What follows belongs to an exercise in optimizing a design on an open flow for small area and a short achievable clock period; a production flow would make more cautious choices.
Only simulation tests tie the RTL to the original design; equivalence was not proved.
The clock port is modelled as an ideal driver, which makes a skipped or thinned clock tree look cheaper than it is; a real chip needs a root buffer or a tree.
Power is estimated from default activity; no workload was simulated.

==> flow/design.v <==
module mem_test_ram_responder #(
    parameter int DATUM_WIDTH   = 8,
    parameter int ADDR_WIDTH    = 8,
    parameter int WRITE_LATENCY = 1,
    parameter int READ_LATENCY  = 2
) (
    input  logic                   i_clk,
    input  logic                   i_rst_n_async,
    input  logic                   i_wr_req,
    input  logic                   i_rd_req,
    input  logic [ADDR_WIDTH-1:0]  i_address,
    input  logic [DATUM_WIDTH-1:0] i_memory_data_write,
    input  logic                   i_fault_ena,
    input  logic [ADDR_WIDTH-1:0]  i_fault_addr,
    input  logic [DATUM_WIDTH-1:0] i_fault_mask,
    output logic                   o_memory_write_ready,
    output logic                   o_memory_read_valid,
    output logic [DATUM_WIDTH-1:0] o_memory_data_read,
    output logic                   o_busy
);
    localparam int DEPTH = 2 ** ADDR_WIDTH;
    localparam int W     = DATUM_WIDTH;
    localparam int LO_W  = ADDR_WIDTH / 2;
    localparam int HI_W  = ADDR_WIDTH - LO_W;
    localparam int N_LO  = 2 ** LO_W;
    localparam int N_HI  = 2 ** HI_W;
    logic                   busy_r;
    logic                   write_ready_r;
    logic                   read_wait_r;
    logic                   read_valid_r;
    logic [W-1:0]           data_read_r;
    logic                   commit_r;
    logic [N_LO-1:0]        lo_r;
    logic [N_HI-1:0]        hi_r;
    logic [W-1:0]           wdata_r;
    logic [W-1:0]           mask_r;
    logic [DEPTH*W-1:0]     mem_r;
    logic [DEPTH*W-1:0]     mem_d_s;
    logic                   accept_wr_s;
    logic                   accept_rd_s;
    logic [W-1:0]           rd_word_s;
    assign accept_wr_s = !busy_r && i_wr_req;
    assign accept_rd_s = !busy_r && !i_wr_req && i_rd_req;
    always_ff @(posedge i_clk) begin
        commit_r <= accept_wr_s;
        lo_r     <= N_LO'(1) << i_address[LO_W-1:0];
        hi_r     <= N_HI'(1) << i_address[ADDR_WIDTH-1:LO_W];
        wdata_r  <= i_memory_data_write;
        mask_r   <= (i_fault_ena && (i_fault_addr == i_address)) ? i_fault_mask : '0;
    end
    logic [N_LO-1:0]  wlo_s;
    logic [DEPTH-1:0] sel_n_s;
    logic [DEPTH-1:0] we_s;
    logic [DEPTH-1:0] we_n_s;
    assign wlo_s = lo_r & {N_LO{commit_r}};
    for (genvar k = 0; k < DEPTH; k++) begin : g_word
        assign sel_n_s[k] = ~(hi_r[k / N_LO] & lo_r[k % N_LO]);
        assign we_n_s[k]  = ~(hi_r[k / N_LO] & wlo_s[k % N_LO]);
        assign we_s[k]    = ~(~hi_r[k / N_LO] | ~wlo_s[k % N_LO]);
        for (genvar j = 0; j < W; j++) begin : g_bit
            rr_cell_a22o u_cell (
                .a1(mem_r[k*W+j]), .a2(we_n_s[k]),
                .b1(wdata_r[j]),   .b2(we_s[k]),
                .x(mem_d_s[k*W+j])
            );
        end
    end
    always_ff @(posedge i_clk) begin
        mem_r <= mem_d_s;
    end
    for (genvar j = 0; j < W; j++) begin : g_rd
        logic [DEPTH/2-1:0]   l0_s;
        logic [DEPTH/4-1:0]   l1_s;
        logic [DEPTH/16-1:0]  l2_s;
        logic [DEPTH/32-1:0]  l3_s;
        logic [DEPTH/128-1:0] l4_s;
        logic                 rd_s;
        for (genvar p = 0; p < DEPTH/2; p++) begin : g_l0
            rr_cell_o22ai u_cell (
                .a1(sel_n_s[2*p]),   .a2(mem_r[(2*p)*W+j]),
                .b1(sel_n_s[2*p+1]), .b2(mem_r[(2*p+1)*W+j]),
                .y(l0_s[p])
            );
        end
        for (genvar p = 0; p < DEPTH/4; p++) begin : g_l1
            rr_cell_nor2 u_cell (.a(l0_s[2*p+1:2*p]), .y(l1_s[p]));
        end
        for (genvar p = 0; p < DEPTH/16; p++) begin : g_l2
            rr_cell_nand4 u_cell (.a(l1_s[4*p+3:4*p]), .y(l2_s[p]));
        end
        for (genvar p = 0; p < DEPTH/32; p++) begin : g_l3
            rr_cell_nor2 u_cell (.a(l2_s[2*p+1:2*p]), .y(l3_s[p]));
        end
        for (genvar p = 0; p < DEPTH/128; p++) begin : g_l4
            rr_cell_nand4 u_cell (.a(l3_s[4*p+3:4*p]), .y(l4_s[p]));
        end
        assign rd_s         = ~|l4_s;
        assign rd_word_s[j] = rd_s ^ mask_r[j];
    end
    always_ff @(posedge i_clk or negedge i_rst_n_async) begin
        if (!i_rst_n_async) begin
            busy_r        <= 1'b0;
            write_ready_r <= 1'b0;
            read_wait_r   <= 1'b0;
            read_valid_r  <= 1'b0;
            data_read_r   <= '0;
        end else begin
            busy_r        <= accept_wr_s || accept_rd_s || read_wait_r;
            write_ready_r <= accept_wr_s;
            read_wait_r   <= accept_rd_s;
            read_valid_r  <= read_wait_r;
            if (read_wait_r) begin
                data_read_r <= rd_word_s;
            end
        end
    end
    assign o_memory_write_ready = write_ready_r;
    assign o_memory_read_valid  = read_valid_r;
    assign o_memory_data_read   = data_read_r;
    assign o_busy               = busy_r;
endmodule
module rr_cell_a22o (
    input  logic a1, a2, b1, b2,
    output logic x
);
    assign x = (a1 & a2) | (b1 & b2);
endmodule
module rr_cell_o22ai (
    input  logic a1, a2, b1, b2,
    output logic y
);
    assign y = ~((a1 | a2) & (b1 | b2));
endmodule
module rr_cell_nor2 (
    input  logic [1:0] a,
    output logic       y
);
    assign y = ~|a;
endmodule
module rr_cell_nand4 (
    input  logic [3:0] a,
    output logic       y
);
    assign y = ~&a;
endmodule
Settings: LEC_CHECK=0, ABC_CLOCK_PERIOD_IN_PS=4500, CAP_MARGIN=20, CORE_MARGIN=2, CORE_UTILIZATION=40, SETUP_SLACK_MARGIN=3.1, SLEW_MARGIN=20, SYNTH_HIERARCHICAL=1, SYNTH_MINIMUM_KEEP_SIZE=0; clock period 5.5 ns.
standard.sh (not shown) runs the stock make flow with config.mk's settings and CLKGATE_MAP_FILE= SYNTH_SCRIPT=/design/flow/synth_recipe.tcl, a recipe that flattens the netlist after the stock synthesis.
==> flow/flow/run.sh <==
#!/bin/bash
# Standard ORFS layout (the standard.sh, unchanged synthesis, floorplan,
# placement and routing) with these changes:
#  * the clock tree is built without dummy balancing loads and with larger
#    sink clusters (fewer leaf buffers);
#  * each port gets a buf_2 as its port buffer;
set -euo pipefail
here=$(pwd)
bash standard.sh \
  "CTS_ARGS=-sink_clustering_enable -repair_clock_nets -dont_use_dummy_load -sink_clustering_size 22 -sink_clustering_max_diameter 120" \
  "BUFFER_PORTS_ARGS=-buffer_cell sky130_fd_sc_hd__buf_2" \
  "POST_CTS_TCL=$here/flow/clkroot.tcl" \
  finish > standard_flow.log 2>&1
Other scripts of this flow, unchanged in this note and not shown: flow/flow/clkroot.tcl
Next try:
--- a/flow/design.v
+++ b/flow/design.v
@@ -72,7 +72,9 @@
         logic [DEPTH/2-1:0]   l0_s;
         logic [DEPTH/4-1:0]   l1_s;
-        logic [DEPTH/16-1:0]  l2_s;
-        logic [DEPTH/32-1:0]  l3_s;
-        logic [DEPTH/128-1:0] l4_s;
+        logic [DEPTH/8-1:0]   l2_s;
+        logic [DEPTH/16-1:0]  l3_s;
+        logic [DEPTH/32-1:0]  l4_s;
+        logic [DEPTH/64-1:0]  l5_s;
+        logic [DEPTH/128-1:0] l6_s;
         logic                 rd_s;
         for (genvar p = 0; p < DEPTH/2; p++) begin : g_l0
@@ -86,14 +88,20 @@
             rr_cell_nor2 u_cell (.a(l0_s[2*p+1:2*p]), .y(l1_s[p]));
         end
-        for (genvar p = 0; p < DEPTH/16; p++) begin : g_l2
-            rr_cell_nand4 u_cell (.a(l1_s[4*p+3:4*p]), .y(l2_s[p]));
+        for (genvar p = 0; p < DEPTH/8; p++) begin : g_l2
+            rr_cell_nand2 u_cell (.a(l1_s[2*p+1:2*p]), .y(l2_s[p]));
         end
-        for (genvar p = 0; p < DEPTH/32; p++) begin : g_l3
+        for (genvar p = 0; p < DEPTH/16; p++) begin : g_l3
             rr_cell_nor2 u_cell (.a(l2_s[2*p+1:2*p]), .y(l3_s[p]));
         end
-        for (genvar p = 0; p < DEPTH/128; p++) begin : g_l4
-            rr_cell_nand4 u_cell (.a(l3_s[4*p+3:4*p]), .y(l4_s[p]));
+        for (genvar p = 0; p < DEPTH/32; p++) begin : g_l4
+            rr_cell_nand2 u_cell (.a(l3_s[2*p+1:2*p]), .y(l4_s[p]));
         end
-        assign rd_s         = ~|l4_s;
+        for (genvar p = 0; p < DEPTH/64; p++) begin : g_l5
+            rr_cell_nor2 u_cell (.a(l4_s[2*p+1:2*p]), .y(l5_s[p]));
+        end
+        for (genvar p = 0; p < DEPTH/128; p++) begin : g_l6
+            rr_cell_nand2 u_cell (.a(l5_s[2*p+1:2*p]), .y(l6_s[p]));
+        end
+        assign rd_s         = ~|l6_s;
         assign rd_word_s[j] = rd_s ^ mask_r[j];
     end
@@ -138,6 +146,6 @@
     assign y = ~|a;
 endmodule
-module rr_cell_nand4 (
-    input  logic [3:0] a,
+module rr_cell_nand2 (
+    input  logic [1:0] a,
     output logic       y
 );
Outcome:
- The changed run finished with timing, DRC and antenna clean
- routed wire length stays flat
- total power barely changes
- via count increases slightly
- count of clock-buffer cells in the layout is unchanged
- non-clock buffer count increases by 3
- cell count increases by a few percent
- sequential share of layout area decreases by 0.33 points

what the ideal ports hide:
Ports are ideal in the flow. The routed layouts listed here were re-timed in OpenROAD.
Step 1 sets driving cells, clkbuf_16 on the clock port and buf_2 on the other inputs (assumed; they add their load-dependent delay and slew).
Step 2 also shifts input and output timing later by t, the mid clock arrival at the registers, as if the neighbouring blocks saw the same clock.
Slacks: no drivers / after step 1 / after step 2; pairs: no drivers / after step 1.
run | t (ns) | slack for setup (ns) | worst setup path after step 2 | pins driven straight from the clock port
the first run | 0.780 | 2.964 / 2.924 / 2.964 | register to register | 4
the second run | 0.791 | 3.104 / 2.931 / 3.087 | input to register | 4
After both steps every run listed still meets setup and hold. The setup slack of the second run, which loses most, moves by -0.173 ns with the drivers and by -0.017 ns with both steps.
